What follows belongs to an exercise in optimizing a design on an open flow for small area, a short achievable clock period and few clock cycles per item; a production flow would make more cautious choices. Function was checked by simulation only, so behaviour that the tests miss may differ from the original. Power and IR drop assume default switching activity.

--- flow/config.mk ---
export PLATFORM = sky130hd
export DESIGN_NAME = pipelineTop
export DESIGN_NICKNAME = pipelineTop
export VERILOG_FILES = /design/flow/design.v
export SDC_FILE = /design/flow/constraint.sdc
export NUM_CORES = 4
export LEC_CHECK = 0
export CAP_MARGIN = 20
export CORE_MARGIN = 2
export CORE_UTILIZATION = 30
export PLACE_DENSITY = 0.5
export SLEW_MARGIN = 20
--- flow/constraint.sdc ---
create_clock -name core_clock -period 7.0 [get_ports {Clk}]
set_input_delay 1.4000 -clock core_clock [delete_from_list [all_inputs] [get_ports {Clk}]]
set_output_delay 1.4000 -clock core_clock [all_outputs]
set_load 0.01 [all_outputs]
--- flow/design.v ---
package mipsPkg;
  typedef logic [31:0] word_t;      
  typedef logic [4:0]  regAddr_t;   
  typedef logic [2:0]  aluOp_t;     
  localparam aluOp_t aluAdd = 3'd0;
  localparam aluOp_t aluSub = 3'd1;
  localparam aluOp_t aluAnd = 3'd2;
  localparam aluOp_t aluOr  = 3'd3;
  localparam aluOp_t aluSlt = 3'd4;   
  localparam aluOp_t aluSll = 3'd5;   
  typedef struct packed {
    logic       valid;
    aluOp_t     aluOp;
    logic       aluSrcImm;   
    logic       memRead;
    logic       memWrite;
    logic       regWrite;
    regAddr_t   rs;
    regAddr_t   rt;
    regAddr_t   dest;        
    logic [4:0] shamt;
    word_t      readData1;
    word_t      readData2;
    word_t      imm;         
  } decodeBundle_t;
  typedef struct packed {
    logic     valid;
    logic     memRead;
    logic     memWrite;
    logic     regWrite;
    regAddr_t dest;
    word_t    aluResult;   
    word_t    storeData;   
  } execBundle_t;
  typedef struct packed {
    regAddr_t dest;
    word_t    data;
  } wbResult_t;
endpackage
module registerFile (
  input  logic               Clk,
  input  logic               rstN,
  input  mipsPkg::regAddr_t  rs,
  input  mipsPkg::regAddr_t  rt,
  output mipsPkg::word_t     readData1,
  output mipsPkg::word_t     readData2,
  input  logic               wbValid,
  input  mipsPkg::wbResult_t wbResult
);
  mipsPkg::word_t regs [1:31];   
  function automatic mipsPkg::word_t readPort(input mipsPkg::regAddr_t addr);
    if (addr == '0)
      readPort = 32'd0;
    else if (wbValid && wbResult.dest == addr)
      readPort = wbResult.data;   
    else
      readPort = regs[addr];
  endfunction
  always_comb begin
    readData1 = readPort(rs);
    readData2 = readPort(rt);
  end
  always_ff @(posedge Clk or negedge rstN) begin
    if (!rstN) begin
      for (int i = 1; i < 32; i++)
        regs[i] <= '0;
    end else if (wbValid && wbResult.dest != '0) begin
      regs[wbResult.dest] <= wbResult.data;
    end
  end
endmodule
module decodeStage (
  input  logic                   Clk,
  input  logic                   rstN,
  input  logic                   instrValid,
  input  mipsPkg::word_t         instr,
  output logic                   instrCredit,
  output mipsPkg::regAddr_t      rs,
  output mipsPkg::regAddr_t      rt,
  input  mipsPkg::word_t         readData1,
  input  mipsPkg::word_t         readData2,
  output mipsPkg::decodeBundle_t decodeOut
);
  localparam int ptrW = $clog2(4);
  localparam int cntW = $clog2(4 + 1);
  mipsPkg::word_t         queueMem [4];   
  logic [ptrW-1:0] wrPtr;
  logic [ptrW-1:0] rdPtr;
  logic [cntW-1:0] queueCount;
  logic          queueEmpty;
  logic          queueFull;
  logic          loadUseStall;
  logic          popEn;
  mipsPkg::word_t         head;
  logic [5:0]    opcode;
  logic [5:0]    funct;
  mipsPkg::regAddr_t      rd;
  mipsPkg::decodeBundle_t nextBundle;
  function automatic logic [ptrW-1:0] nextPtr(input logic [ptrW-1:0] ptr);
    nextPtr = (ptr == ptrW'(4 - 1)) ? {ptrW{1'b0}} : ptr + 1'b1;
  endfunction
  assign queueEmpty = (queueCount == '0);
  assign queueFull  = (queueCount == cntW'(4));
  assign head       = queueMem[rdPtr];
  assign opcode = head[31:26];
  assign rs     = head[25:21];   
  assign rt     = head[20:16];
  assign rd     = head[15:11];
  assign funct  = head[5:0];
  assign loadUseStall = decodeOut.valid && decodeOut.memRead && (decodeOut.dest != '0) &&
                        ((decodeOut.dest == rs) || (decodeOut.dest == rt));
  assign popEn       = !queueEmpty && !loadUseStall;
  assign instrCredit = popEn;   
  always_ff @(posedge Clk or negedge rstN) begin
    if (!rstN) begin
      wrPtr      <= '0;
      rdPtr      <= '0;
      queueCount <= '0;
    end else begin
      if (instrValid)
        wrPtr <= nextPtr(wrPtr);
      if (popEn)
        rdPtr <= nextPtr(rdPtr);
      queueCount <= queueCount + cntW'(instrValid) - cntW'(popEn);
    end
  end
  always_ff @(posedge Clk) begin
    if (instrValid)
      queueMem[wrPtr] <= instr;
  end
  always_comb begin
    nextBundle           = '0;   
    nextBundle.valid     = 1'b1;
    nextBundle.aluOp     = mipsPkg::aluAdd;
    nextBundle.rs        = rs;
    nextBundle.rt        = rt;
    nextBundle.dest      = rt;   
    nextBundle.shamt     = head[10:6];
    nextBundle.readData1 = readData1;
    nextBundle.readData2 = readData2;
    nextBundle.imm       = {{16{head[15]}}, head[15:0]};
    case (opcode)
      6'h00: begin
        nextBundle.dest     = rd;
        nextBundle.regWrite = 1'b1;
        case (funct)
          6'h20: nextBundle.aluOp = mipsPkg::aluAdd;
          6'h22: nextBundle.aluOp = mipsPkg::aluSub;
          6'h24: nextBundle.aluOp = mipsPkg::aluAnd;
          6'h25:  nextBundle.aluOp = mipsPkg::aluOr;
          6'h2A: nextBundle.aluOp = mipsPkg::aluSlt;
          6'h00: nextBundle.aluOp = mipsPkg::aluSll;
          default:      nextBundle.regWrite = 1'b0;
        endcase
      end
      6'h08: begin
        nextBundle.aluSrcImm = 1'b1;
        nextBundle.regWrite  = 1'b1;
      end
      6'h23: begin
        nextBundle.aluSrcImm = 1'b1;   
        nextBundle.memRead   = 1'b1;
        nextBundle.regWrite  = 1'b1;
      end
      6'h2B: begin
        nextBundle.aluSrcImm = 1'b1;
        nextBundle.memWrite  = 1'b1;
      end
      default: nextBundle.regWrite = 1'b0;
    endcase
  end
  always_ff @(posedge Clk or negedge rstN) begin
    if (!rstN)
      decodeOut <= '0;
    else if (popEn)
      decodeOut <= nextBundle;
    else
      decodeOut <= '0;   
  end
endmodule
module executeStage (
  input  logic                   Clk,
  input  logic                   rstN,
  input  mipsPkg::decodeBundle_t decodeIn,
  input  logic                   wbValid,
  input  mipsPkg::wbResult_t     wbResult,
  output mipsPkg::execBundle_t   execOut
);
  mipsPkg::word_t srcA;        
  mipsPkg::word_t srcB;        
  mipsPkg::word_t opB;
  mipsPkg::word_t aluResult;
  function automatic mipsPkg::word_t forward(input mipsPkg::regAddr_t src, input mipsPkg::word_t regValue,
                                    input mipsPkg::execBundle_t ex, input logic wbV,
                                    input mipsPkg::wbResult_t wb);
    if (ex.valid && ex.regWrite && ex.dest != '0 && ex.dest == src)
      forward = ex.aluResult;
    else if (wbV && wb.dest != '0 && wb.dest == src)
      forward = wb.data;
    else
      forward = regValue;
  endfunction
  assign srcA = forward(decodeIn.rs, decodeIn.readData1, execOut, wbValid, wbResult);
  assign srcB = forward(decodeIn.rt, decodeIn.readData2, execOut, wbValid, wbResult);
  assign opB  = decodeIn.aluSrcImm ? decodeIn.imm : srcB;
  always_comb begin
    case (decodeIn.aluOp)
      mipsPkg::aluAdd:  aluResult = srcA + opB;
      mipsPkg::aluSub:  aluResult = srcA - opB;
      mipsPkg::aluAnd:  aluResult = srcA & opB;
      mipsPkg::aluOr:   aluResult = srcA | opB;
      mipsPkg::aluSlt:  aluResult = {31'b0, $signed(srcA) < $signed(opB)};
      mipsPkg::aluSll:  aluResult = opB << decodeIn.shamt;   
      default: aluResult = '0;
    endcase
  end
  always_ff @(posedge Clk or negedge rstN) begin
    if (!rstN) begin
      execOut <= '0;
    end else begin
      execOut.valid     <= decodeIn.valid;
      execOut.memRead   <= decodeIn.valid & decodeIn.memRead;
      execOut.memWrite  <= decodeIn.valid & decodeIn.memWrite;
      execOut.regWrite  <= decodeIn.valid & decodeIn.regWrite;
      execOut.dest      <= decodeIn.dest;
      execOut.aluResult <= aluResult;
      execOut.storeData <= srcB;
    end
  end
endmodule
module resultStage (
  input  logic                 Clk,
  input  logic                 rstN,
  input  mipsPkg::execBundle_t execIn,
  output logic                 wbValid,
  output mipsPkg::wbResult_t   wbResult
);
  localparam int idxW = $clog2(64);
  mipsPkg::word_t           dataMem [64];
  logic [idxW-1:0] wordIdx;
  mipsPkg::word_t           loadData;
  assign wordIdx  = execIn.aluResult[idxW+1:2];   
  assign loadData = dataMem[wordIdx];             
  always_ff @(posedge Clk or negedge rstN) begin
    if (!rstN) begin
      for (int i = 0; i < 64; i++)
        dataMem[i] <= '0;
    end else if (execIn.valid && execIn.memWrite) begin
      dataMem[wordIdx] <= execIn.storeData;
    end
  end
  always_ff @(posedge Clk or negedge rstN) begin
    if (!rstN) begin
      wbValid  <= 1'b0;
      wbResult <= '0;
    end else begin
      wbValid       <= execIn.valid && execIn.regWrite && (execIn.dest != '0);
      wbResult.dest <= execIn.dest;
      wbResult.data <= execIn.memRead ? loadData : execIn.aluResult;
    end
  end
endmodule
module pipelineTop (
  input  logic               Clk,
  input  logic               rstN,
  input  logic               instrValid,
  input  logic [31:0]        instr,
  output logic               instrCredit,
  output logic               wbValid,
  output logic [36:0]        wbResult    
);
  mipsPkg::regAddr_t      rs;
  mipsPkg::regAddr_t      rt;
  mipsPkg::word_t         readData1;
  mipsPkg::word_t         readData2;
  mipsPkg::decodeBundle_t decodeBundle;   
  mipsPkg::execBundle_t   execBundle;     
  decodeStage u_decode (
    .Clk(Clk), .rstN(rstN),
    .instrValid(instrValid), .instr(instr), .instrCredit(instrCredit),
    .rs(rs), .rt(rt), .readData1(readData1), .readData2(readData2),
    .decodeOut(decodeBundle)
  );
  registerFile u_regFile (
    .Clk(Clk), .rstN(rstN),
    .rs(rs), .rt(rt), .readData1(readData1), .readData2(readData2),
    .wbValid(wbValid), .wbResult(wbResult)
  );
  executeStage u_execute (
    .Clk(Clk), .rstN(rstN),
    .decodeIn(decodeBundle),
    .wbValid(wbValid), .wbResult(wbResult),   
    .execOut(execBundle)
  );
  resultStage u_result (
    .Clk(Clk), .rstN(rstN),
    .execIn(execBundle),
    .wbValid(wbValid), .wbResult(wbResult)
  );
endmodule
--- flow/run.sh ---
#!/bin/bash
# synth_recipe.tcl (not shown) runs the flow's synth.tcl, then flattens the netlist and writes it again
# the make line also repeats each setting of config.mk as NAME=value (left out here)
make -C /OpenROAD-flow-scripts/flow DESIGN_CONFIG=/design/flow/config.mk WORK_HOME=/design/flow/orfs CLKGATE_MAP_FILE= SYNTH_SCRIPT=/design/flow/synth_recipe.tcl finish
==> summary.txt <==
==> worst max-delay path by stage <==
stage                                startpoint  slack, ns  depth (start not counted)               endpoint
after floorplan           u_result.wbResult[32]       1.71                         20  u_execute.execOut[55]
after global placement    u_result.wbResult[32]       0.74                         19  u_execute.execOut[55]
after detailed placement  u_result.wbResult[32]       0.73                         19  u_execute.execOut[55]
after CTS                 u_result.wbResult[32]       0.65                         19  u_execute.execOut[55]
after global routing      u_result.wbResult[32]       0.33                         19  u_execute.execOut[55]
final                     u_result.wbResult[32]       0.47                         19  u_execute.execOut[56]
==> flip-flops by register name, summed over array words and instances, names as in the netlist <==
name / cells
u_result.dataMem: 2048
u_regFile.regs: 992
u_decode.queueMem: 128
u_decode.decodeOut: 103
u_execute.execOut: 73
u_result.wbResult: 37
u_decode.queueCount: 3
u_decode.rdPtr: 2
u_decode.wrPtr: 2
u_result.wbValid: 1
==> through the flow <==
stage | power, mW | utilization, % | hold slack [ns] | worst slack [ns] | instance area, um2
after floorplan | 29.9 | - | 0.372 | 1.71 | 157000
after global placement | 38.1 | 32.2 | 0.413 | 0.736 | 168000
after detailed placement | 38.0 | 32.2 | 0.402 | 0.728 | 168000
after CTS | 58.3 | 34.6 | 0.413 | 0.653 | 181000
after global routing | 60.2 | 34.6 | 0.431 | 0.331 | 181000
final | 59.0 | 34.6 | 0.408 | 0.475 | 181000
==> cells by family (layout without fill, tap and decap cells) <==
| kind of cell | Yosys count | count (layout) | share of synthesized area (%) |
|---|---|---|---|
| adders and majority gates | 113 | 113 | 0.913 |
| other | 0 | 14 | 0 |
| and+or+nand+nor | 1607 | 1607 | 5.12 |
| xor gates and xnor gates | 65 | 65 | 0.367 |
| muxes | 3206 | 3206 | 23.1 |
| DFF | 3389 | 3389 | 54.3 |
| AOI/OAI and AO/OA | 2632 | 2632 | 12.8 |
| buffers and inverters | 1329 | 1445 | 3.35 |
==> metal layers <==
layer	vias up	global-route usage [%]	part of all wire [%]
met5	-	0	0.023
met4	26	12.7	5.5
met3	2078	7.21	11
met1	66000	38.9	41
li1	46400	-	-
met2	8188	41.4	42
==> report_power, final <==
part | total [mW] | internal (mW) | leakage (nW) | switching [mW]
combinational | 16.4 | 4.07 | 31.3 | 12.3
clock | 20.5 | 11.6 | 6.18 | 8.86
sequential | 22.1 | 20.8 | 46.5 | 1.32
total | 59.0 | 36.5 | 84.0 | 22.5
==> cell type report <==
type	count	area, um2
Clock buffer	536	11000
Fill cell	51400	341000
Clock inverter	142	1500
Multi-Input combinational cell	7623	68100
Antenna cell	14	35.0
Sequential cell	3389	85500
Tap cell	6942	8690
Inverter	140	526
Timing Repair Buffer	627	5320
==> Yosys cell counts, types with 40 or more instances <==
cell type     n
o221ai_1     41
buf_1       325
dfrtp_1    3261
nor3_1      149
mux2i_1     115
a222oi_1     75
nand3_1     175
a221oi_1    411
nor2b_1      44
o21a_1       45
edfxtp_1    128
buf_2       101
nand2_1     301
o21ai_0     144
a22oi_1     986
clkbuf_1    724
ha_1        110
nand4_1     305
a21oi_1     262
inv_1       137
xnor2_1      46
nor2_1      411
a22o_1      356
and2_1       40
mux2_2     3055
==> worst reg2reg max path: stages, from the launching register on <==
cell and delay, ns:
dfrtp_1 0.61, or3_4 0.46, o311a_1 0.34, nand2_1 0.11, buf_4 0.26, mux2i_1 0.35, a21oi_1 0.12, buf_4 0.16
a21boi_0 0.42, inv_1 0.13, ha_1 0.22, or4_1 0.45, nor4_1 0.88, o31ai_1 0.29, a2111o_1 0.64, a211oi_1 0.40
o311ai_0 0.16, nand2_1 0.12, xnor2_1 0.12, o211ai_1 0.11
==> impl_metrics.toml <==
[clock_tree]
cts_tree = "built"
numClockSinks = 3389
cts-root-buf = "clkbuf_16"
cts.repair.resized = 0
clkLatencyLatePin_ns = 1.03
numCtsBuffers = 369
post_cts_buffers = 0
cts_hold_buf = 0
cts.htree.levels = 5
ctsLongestPathBuffers = 4
path_clk_slew_ns = 0.07

[yosys]
yosysTopAreaCellShare_pct = 51.9
async_flop_share_pct = 96.2
synth_cell_types = 99
synth.area.top_cells = "dfrtp_1, mux2_2, a22oi_1, edfxtp_1, a221oi_1"
synth_area_um2 = 157000
yosys.area.top_type = "dfrtp_1"
synth.ff_latch_count = 3389
syn-num-nets = 12500
synth_area_per_cell_um2 = 12.7
ys.flop_type = "dfrtp_1"
synth_edf_count = 128
synth_seq_area_share_pct = 54.3
synth_cells = 12300
ys_warn_count = 6

[drt]
via_per_inst = 6.32
drc = 0
firstDrtPassIters = 9
vias = 123000
avgRoutedWirePerCell_um = 39.9
drt_iter0_drc = 18900
wirelength_mm = 775
drtAntennaViolNets = 0

[worst_setup_path]
critPathCaptureType = "flip-flop"
cp_num_buf_inv = 3
reg2reg_from = "u_result.wbResult[32]"
critPathSlowestCell = "nor4_1"
max_stage_delay_ns = 0.88
crit_fanout = 17
cp_data_arrival_time_ns = 7.34
cp.required_ns = 7.82
rrSetupSlack_ns = 0.47
crit_chain = "or3_4 -> o311a_1 -> nand2_1 -> buf_4 -> mux2i_1 -> a21oi_1 -> buf_4 -> a21boi_0 -> inv_1 -> ha_1 -> or4_1 -> nor4_1 -> o31ai_1 -> a2111o_1 -> a211oi_1 -> o311ai_0 -> nand2_1 -> xnor2_1 -> o211ai_1"
worst_r2r_path_depth = 19
crit_family = "compound AO/OA/AOI/OAI gates"
cp-start-kind = "flip-flop"
crit_type = "flip-flop to flip-flop"
timing.rr.end = "u_execute.execOut[56]"

[run]
drv_cap = 0

[cells_and_area]
final_cell_mix = "dfrtp_1, mux2_2, a22oi_1"
drive_above_1_share_pct = 36.6
area_delta_synth_final_pct = 14.8
layout.cells.non_filler = 19400
fin_nets = 12300
final_common_cell = "dfrtp_1"

[min_path]
min_to = "u_execute.execOut[72]"
holdCritPathClass = "flip-flop to flip-flop"
hold_depth = 0
min-delay-start = "u_decode.decodeOut[123]"

[sta]
fmax_ghz = 0.153
skew_ns = 0.0965
fin_crit_sh_pct = 93.2
max_slew.worst_pin.slew_ns = 1.36
maxSlewViolCount = 0
post-route-min-period_ns = 6.53
setup_viol = 0
tns_ns = 0
relSlewSlack_pct = 9.21
finalHoldViolCount = 0
rsz0062_at_grt = "false"

[placed_design]
dp.cells = 18700
hpwl_mm = 466
place_congestion = 0.962
numPortBuffers = 73

[global_route]
grt_pass1_vias = 118000
grt_pass1_wl_mm = 1050
grt_start_max_net_pins = 168
track_usage_pct = 28.2
overflow = 0
antenna_found_initial = 59

[pwr]
p_leak_nw = 84.0
ir_drop_uv = 270
power.density_nw_per_um2 = 326

[die]
placementRows = 265
die_y_um = 728
fp.coreArea_um2 = 522000
die-area_um2 = 530000
die_w_um = 728
ios = 74
start_util_pct = 30.2

[status]
status = "finished clean"
Testbench counts, summed over its fixed seeds: cycles 16,385, instrs 16,000.

-- afterwards: timing with drivers on the ports --
No port has a modelled driver above. Below, the same layout with a new extraction and two added sets of constraints.
Step 1, drivers: a clkbuf_16 drives Clk and a buf_2 each remaining input, both assumed.
Step 2 also shifts input and output timing later by t, the mid clock arrival at the registers, as if the neighbouring blocks saw the same clock.
Slacks: ideal ports / drivers / drivers and shift; pairs: ideal ports / drivers.
shift t [ns]: 1.092
slack for setup (ns): 0.475 / 0.475 / 0.475
slew at the worst register clock pin (ns): 0.07 / 0.07
After both steps setup and hold are still met in this run. The setup slack of this run moves by 0.000 ns with the drivers and by 0.000 ns with both steps.
